From an optimization exercise on the open Yosys and OpenROAD flow, aimed at small area, a short achievable clock period and few clock cycles per item; shortcuts taken in it are not production practice. In this exercise RTL edits were held to simulation tests only and were not proved equivalent to the original. No activity file was given, so power comes from the tool's default toggle rates.

## before
## address_region_dispatch_table
module address_region_dispatch_table (
	input  logic        clk,
	input  logic        arst_n,
	input  logic        req_valid,
	output logic        req_ready,
	input  logic [1:0]  req_opcode,
	input  logic [31:0] req_address,
	input  logic [31:0] req_length,
	input  logic [15:0] req_handler_tag,
	input  logic [3:0]  req_ticket,
	output logic        rsp_valid,
	input  logic        rsp_ready,
	output logic [1:0]  rsp_status,
	output logic [3:0]  rsp_ticket_out,
	output logic [15:0] rsp_tag_out
);
==> module ardt_add32, before the edit <==
module ardt_add32 (
	input  logic [31:0] a,
	input  logic [31:0] b,
	output logic [31:0] ns,
	output logic        co
);
	logic [31:0] g [6];
	logic [31:0] t [6];
	ardt_add_leaf u_leaf (.a(a), .b(b), .gn(g[0]), .tn(t[0]));
	for (genvar l = 0; l < 5; l++) begin : g_lvl
		localparam int W = 1 << l;
		for (genvar i = 0; i < 32; i++) begin : g_bit
			if (i < W) begin : g_pass
				assign g[l+1][i] = ~g[l][i];
				assign t[l+1][i] = 1'b0;
			end else if (i < 2 * W) begin : g_last
				if (l % 2 == 1) begin : g_p
					ardt_gi u_g (.gh(g[l][i]), .ph(t[l][i]), .gl(g[l][i-W]), .gn(g[l+1][i]));
				end else begin : g_n
					ardt_gn u_g (.ghn(g[l][i]), .phn(t[l][i]), .gln(g[l][i-W]), .g(g[l+1][i]));
				end
				assign t[l+1][i] = 1'b0;
			end else begin : g_node
				if (l % 2 == 1) begin : g_p
					ardt_gpi u_gp (.gh(g[l][i]), .ph(t[l][i]), .gl(g[l][i-W]), .pl(t[l][i-W]),
						.gn(g[l+1][i]), .pn(t[l+1][i]));
				end else begin : g_n
					ardt_gpn u_gp (.ghn(g[l][i]), .phn(t[l][i]), .gln(g[l][i-W]), .pln(t[l][i-W]),
						.g(g[l+1][i]), .p(t[l+1][i]));
				end
			end
		end
	end
	logic [31:0] x;
	assign x = g[0] & ~t[0];
	assign ns = ~(x ^ {g[5][30:0], 1'b0});
	assign co = g[5][31];
endmodule
==> module address_region_dispatch_table, before the edit <==
module address_region_dispatch_table (
	input  logic        clk,
	input  logic        arst_n,
	input  logic        req_valid,
	output logic        req_ready,
	input  logic [1:0]  req_opcode,
	input  logic [31:0] req_address,
	input  logic [31:0] req_length,
	input  logic [15:0] req_handler_tag,
	input  logic [3:0]  req_ticket,
	output logic        rsp_valid,
	input  logic        rsp_ready,
	output logic [1:0]  rsp_status,
	output logic [3:0]  rsp_ticket_out,
	output logic [15:0] rsp_tag_out
);
	logic accept;
	assign accept = req_valid && req_ready;
	logic [15:0]      valid_q;
	logic [15:0]      wr_sel;
	logic [16*32-1:0] nbase_a;
	logic [16*32-1:0] nlim_a;
	logic [15:0]      wrap_a;
	logic [16*16-1:0] tag_a;
	logic [31:0]      wr_nlim;
	logic             wr_wrap;
	ardt_add32 u_add (.a(req_address), .b(req_length), .ns(wr_nlim), .co(wr_wrap));
	ardt_slot_mem u_slot_mem (
		.clk      (clk),
		.wr_sel   (wr_sel),
		.wr_nbase (~req_address),
		.wr_nlim  (wr_nlim),
		.wr_wrap  (wr_wrap),
		.wr_tag   (req_handler_tag),
		.nbase_o  (nbase_a),
		.nlim_o   (nlim_a),
		.wrap_o   (wrap_a),
		.tag_o    (tag_a)
	);
	logic        is_reg, is_unreg, is_disp, len_zero;
	logic [15:0] hit;
	logic [15:0] free_first;
	logic [15:0] tk_dec;
	logic [15:0] cand;
	logic [1:0]  st_none;
	assign is_reg   = (req_opcode == ardt_pkg::OP_REGISTER);
	assign is_unreg = (req_opcode == ardt_pkg::OP_UNREGISTER);
	assign is_disp  = (req_opcode == ardt_pkg::OP_DISPATCH);
	assign len_zero = (req_length == 32'd0);
	for (genvar i = 0; i < 16; i++) begin : g_cmp
		logic h;
		ardt_range_cmp u_cmp (
			.addr  (req_address),
			.nbase (nbase_a[i*32 +: 32]),
			.nlim  (nlim_a[i*32 +: 32]),
			.wrap  (wrap_a[i]),
			.en    (is_disp && valid_q[i]),
			.hit   (h)
		);
		assign hit[i] = h;
	end
	logic [15:0] free_next;
	logic [15:0] below;
	logic        tk_below;
	always_comb begin
		for (int i = 0; i < 16; i++) begin
			free_next[i] = !valid_q[i] && !free_first[i];
			for (int j = 0; j < i; j++) if (!valid_q[j] && !free_first[j]) free_next[i] = 1'b0;
			below[i] = 1'b1;
			for (int j = 0; j <= i; j++) if (free_first[j]) below[i] = 1'b0;
			tk_dec[i] = (req_ticket == 4'(i));
		end
	end
	assign tk_below = below[req_ticket];
	assign wr_sel   = free_first;
	assign cand = hit | ({16{is_reg && !len_zero}} & free_first)
		| ({16{is_unreg}} & tk_dec & valid_q);
	always_comb begin
		if (is_reg) st_none = len_zero ? ardt_pkg::STAT_ZERO_LEN : ardt_pkg::STAT_FULL;
		else        st_none = ardt_pkg::STAT_MISS;
	end
	always_ff @(posedge clk or negedge arst_n) begin
		if (!arst_n) begin
			valid_q    <= '0;
			free_first <= 16'd1;
		end else if (accept) begin
			if (is_reg && !len_zero) begin
				valid_q    <= valid_q | free_first;
				free_first <= free_next;
			end else if (is_unreg) begin
				valid_q <= valid_q & ~tk_dec;
				if (tk_below) free_first <= tk_dec;
			end
		end
	end
	logic        s_v;
	logic [15:0] s_cand;
	logic [1:0]  s_st;
	logic        s_unreg;
	logic [3:0]  s_tk;
	always_ff @(posedge clk or negedge arst_n) begin
		if (!arst_n) s_v <= 1'b0;
		else         s_v <= accept;
	end
	always_ff @(posedge clk) begin
		s_cand  <= cand;
		s_st    <= st_none;
		s_unreg <= is_unreg;
		s_tk    <= req_ticket;
	end
	logic [15:0] pick;
	logic [3:0]  pick_idx;
	logic [15:0] pick_tag;
	logic [21:0] res;
	always_comb begin
		pick_idx = 4'd0;
		pick_tag = 16'd0;
		for (int i = 0; i < 16; i++) begin
			pick[i] = s_cand[i];
			for (int j = 0; j < i; j++) if (s_cand[j]) pick[i] = 1'b0;
			if (pick[i]) pick_idx = pick_idx | 4'(i);
			pick_tag = pick_tag | ({16{pick[i]}} & tag_a[i*16 +: 16]);
		end
	end
	assign res[21:20] = (s_cand != 16'd0) ? ardt_pkg::STAT_OK : s_st;
	assign res[19:16] = s_unreg ? s_tk : pick_idx;
	assign res[15:0]  = pick_tag;
	logic [21:0] rsp_data;
	ardt_ctrl u_ctrl (
		.clk       (clk),
		.arst_n    (arst_n),
		.accept    (accept),
		.req_ready (req_ready),
		.push      (s_v),
		.push_data (res),
		.rsp_valid (rsp_valid),
		.rsp_ready (rsp_ready),
		.rsp_data  (rsp_data)
	);
	assign rsp_status     = rsp_data[21:20];
	assign rsp_ticket_out = rsp_data[19:16];
	assign rsp_tag_out    = rsp_data[15:0];
endmodule
clock: 6.0 ns
lec_check: 0
cap_margin: 20
core_margin: 2
core_utilization: 70
setup_slack_margin: 3.2
slew_margin: 20
synth_hierarchical: 1
tns_end_percent: 100
standard.sh (not shown) runs the stock make flow with config.mk's settings and CLKGATE_MAP_FILE= SYNTH_SCRIPT=/design/flow/synth_recipe.tcl, a recipe that flattens the netlist after the stock synthesis.
==> flow/flow/run.sh <==
#!/bin/bash
# Standard layout, except that after the standard synthesis the delay cells
# (clkdlybuf4s*, dlygate*, dlymetal*) are added to the don't-use list, so the
# resizer does not pick them as port or repair buffers. Synthesis itself is
# the standard one, run unchanged. Each step's full output goes to its own
# log file in this folder. Clock tree synthesis runs with the usual clusters
# of up to 20 flip-flops per clkbuf_16 but without dummy loads.
set -uo pipefail
DU_BASE="sky130_fd_sc_hd__probe_p_8 sky130_fd_sc_hd__probec_p_8 sky130_fd_sc_hd__lpflow_bleeder_1 sky130_fd_sc_hd__lpflow_clkbufkapwr_1 sky130_fd_sc_hd__lpflow_clkbufkapwr_16 sky130_fd_sc_hd__lpflow_clkbufkapwr_2 sky130_fd_sc_hd__lpflow_clkbufkapwr_4 sky130_fd_sc_hd__lpflow_clkbufkapwr_8 sky130_fd_sc_hd__lpflow_clkinvkapwr_1 sky130_fd_sc_hd__lpflow_clkinvkapwr_16 sky130_fd_sc_hd__lpflow_clkinvkapwr_2 sky130_fd_sc_hd__lpflow_clkinvkapwr_4 sky130_fd_sc_hd__lpflow_clkinvkapwr_8 sky130_fd_sc_hd__lpflow_decapkapwr_12 sky130_fd_sc_hd__lpflow_decapkapwr_3 sky130_fd_sc_hd__lpflow_decapkapwr_4 sky130_fd_sc_hd__lpflow_decapkapwr_6 sky130_fd_sc_hd__lpflow_decapkapwr_8 sky130_fd_sc_hd__lpflow_inputiso0n_1 sky130_fd_sc_hd__lpflow_inputiso0p_1 sky130_fd_sc_hd__lpflow_inputiso1n_1 sky130_fd_sc_hd__lpflow_inputiso1p_1 sky130_fd_sc_hd__lpflow_inputisolatch_1 sky130_fd_sc_hd__lpflow_isobufsrc_1 sky130_fd_sc_hd__lpflow_isobufsrc_16 sky130_fd_sc_hd__lpflow_isobufsrc_2 sky130_fd_sc_hd__lpflow_isobufsrc_4 sky130_fd_sc_hd__lpflow_isobufsrc_8 sky130_fd_sc_hd__lpflow_isobufsrckapwr_16 sky130_fd_sc_hd__lpflow_lsbuf_lh_hl_isowell_tap_1 sky130_fd_sc_hd__lpflow_lsbuf_lh_hl_isowell_tap_2 sky130_fd_sc_hd__lpflow_lsbuf_lh_hl_isowell_tap_4 sky130_fd_sc_hd__lpflow_lsbuf_lh_isowell_4 sky130_fd_sc_hd__lpflow_lsbuf_lh_isowell_tap_1 sky130_fd_sc_hd__lpflow_lsbuf_lh_isowell_tap_2 sky130_fd_sc_hd__lpflow_lsbuf_lh_isowell_tap_4 "
DU_DELAY="sky130_fd_sc_hd__clkdlybuf4s15_1 sky130_fd_sc_hd__clkdlybuf4s15_2 sky130_fd_sc_hd__clkdlybuf4s18_1 sky130_fd_sc_hd__clkdlybuf4s18_2 sky130_fd_sc_hd__clkdlybuf4s25_1 sky130_fd_sc_hd__clkdlybuf4s25_2 sky130_fd_sc_hd__clkdlybuf4s50_1 sky130_fd_sc_hd__clkdlybuf4s50_2 sky130_fd_sc_hd__dlygate4sd1_1 sky130_fd_sc_hd__dlygate4sd2_1 sky130_fd_sc_hd__dlygate4sd3_1 sky130_fd_sc_hd__dlymetal6s2s_1 sky130_fd_sc_hd__dlymetal6s4s_1 sky130_fd_sc_hd__dlymetal6s6s_1"
bash standard.sh synth > synth.log 2>&1 || { tail -50 synth.log; exit 1; }
CTS="-sink_clustering_enable -repair_clock_nets -sink_clustering_size 20 -sink_clustering_max_diameter 60 -buf_list sky130_fd_sc_hd__clkbuf_16 -dont_use_dummy_load"
bash standard.sh "DONT_USE_CELLS=$DU_BASE $DU_DELAY" "CTS_ARGS=$CTS" finish > layout.log 2>&1 || { tail -50 layout.log; exit 1; }
test -f out/final.def || { echo "no final.def"; exit 1; }
Testbench counts of before, summed over its fixed seeds: cycles 16,016, items 16,000.
Input changes introduced in after (baseline for comparison: before):
diff --git a/flow/design.v b/flow/design.v
--- a/flow/design.v
+++ b/flow/design.v
@@ -130,9 +130,7 @@
 			end
 		end
 	end
-	logic [31:0] x;
-	assign x = g[0] & ~t[0];
-	assign ns = ~(x ^ {g[5][30:0], 1'b0});
+	assign ns = ~(a ^ b ^ {g[5][30:0], 1'b0});
 	assign co = g[5][31];
 endmodule
 `default_nettype wire
@@ -304,8 +302,11 @@
 	end
 	assign tk_below = below[req_ticket];
 	assign wr_sel   = free_first;
-	assign cand = hit | ({16{is_reg && !len_zero}} & free_first)
-		| ({16{is_unreg}} & tk_dec & valid_q);
+	always_comb begin
+		if (is_reg && !len_zero)   cand = free_first;
+		else if (is_unreg)         cand = tk_dec & valid_q;
+		else                       cand = hit;
+	end
 	always_comb begin
 		if (is_reg) st_none = len_zero ? ardt_pkg::STAT_ZERO_LEN : ardt_pkg::STAT_FULL;
 		else        st_none = ardt_pkg::STAT_MISS;
[summary]
Looking at number of fillers in the final layout across before and after, the one that comes out lower is after. On proportion of power drawn by combinational gates, the higher figure sits with before, not after. after vs before, worst setup path startpoint: req_address[18] vs req_address[24]. The run with more routed wire is after, not before. Of before and after, the higher met3 routed wirelength belongs to after. after: minimum hold slack 6.3 ps above before. In terms of die area, before and after differ only marginally.
Testbench counts of after, summed over its fixed seeds: cycles 16,016, items 16,000.

[separate check: timing with driven ports]
Ports are ideal in the flow. The routed layouts listed here were re-timed in OpenROAD. Step 1: set_driving_cell puts a clkbuf_16 on clk and a buf_2 on each other input, an assumption about the parent block. Step 2 adds t to the input delays and takes it off the output delays; t is the mean of the earliest and latest rising clock arrival at the registers after step 1. Input paths then give back, and output paths get back, about the clock's delay inside the block. Three values: ideal ports, drivers, drivers and shift; two values: the first two.
run | t (ns) | slack for setup (ns) | pins driven straight from the clock port
before | 0.764 | 3.141 / 3.013 / 2.248 | 1
after | 0.754 | 3.088 / 2.849 / 2.095 | 1
After both steps every run listed still meets setup and hold. For after, which loses most, drivers alone change the setup slack by -0.239 ns; drivers and shift together by -0.993 ns.
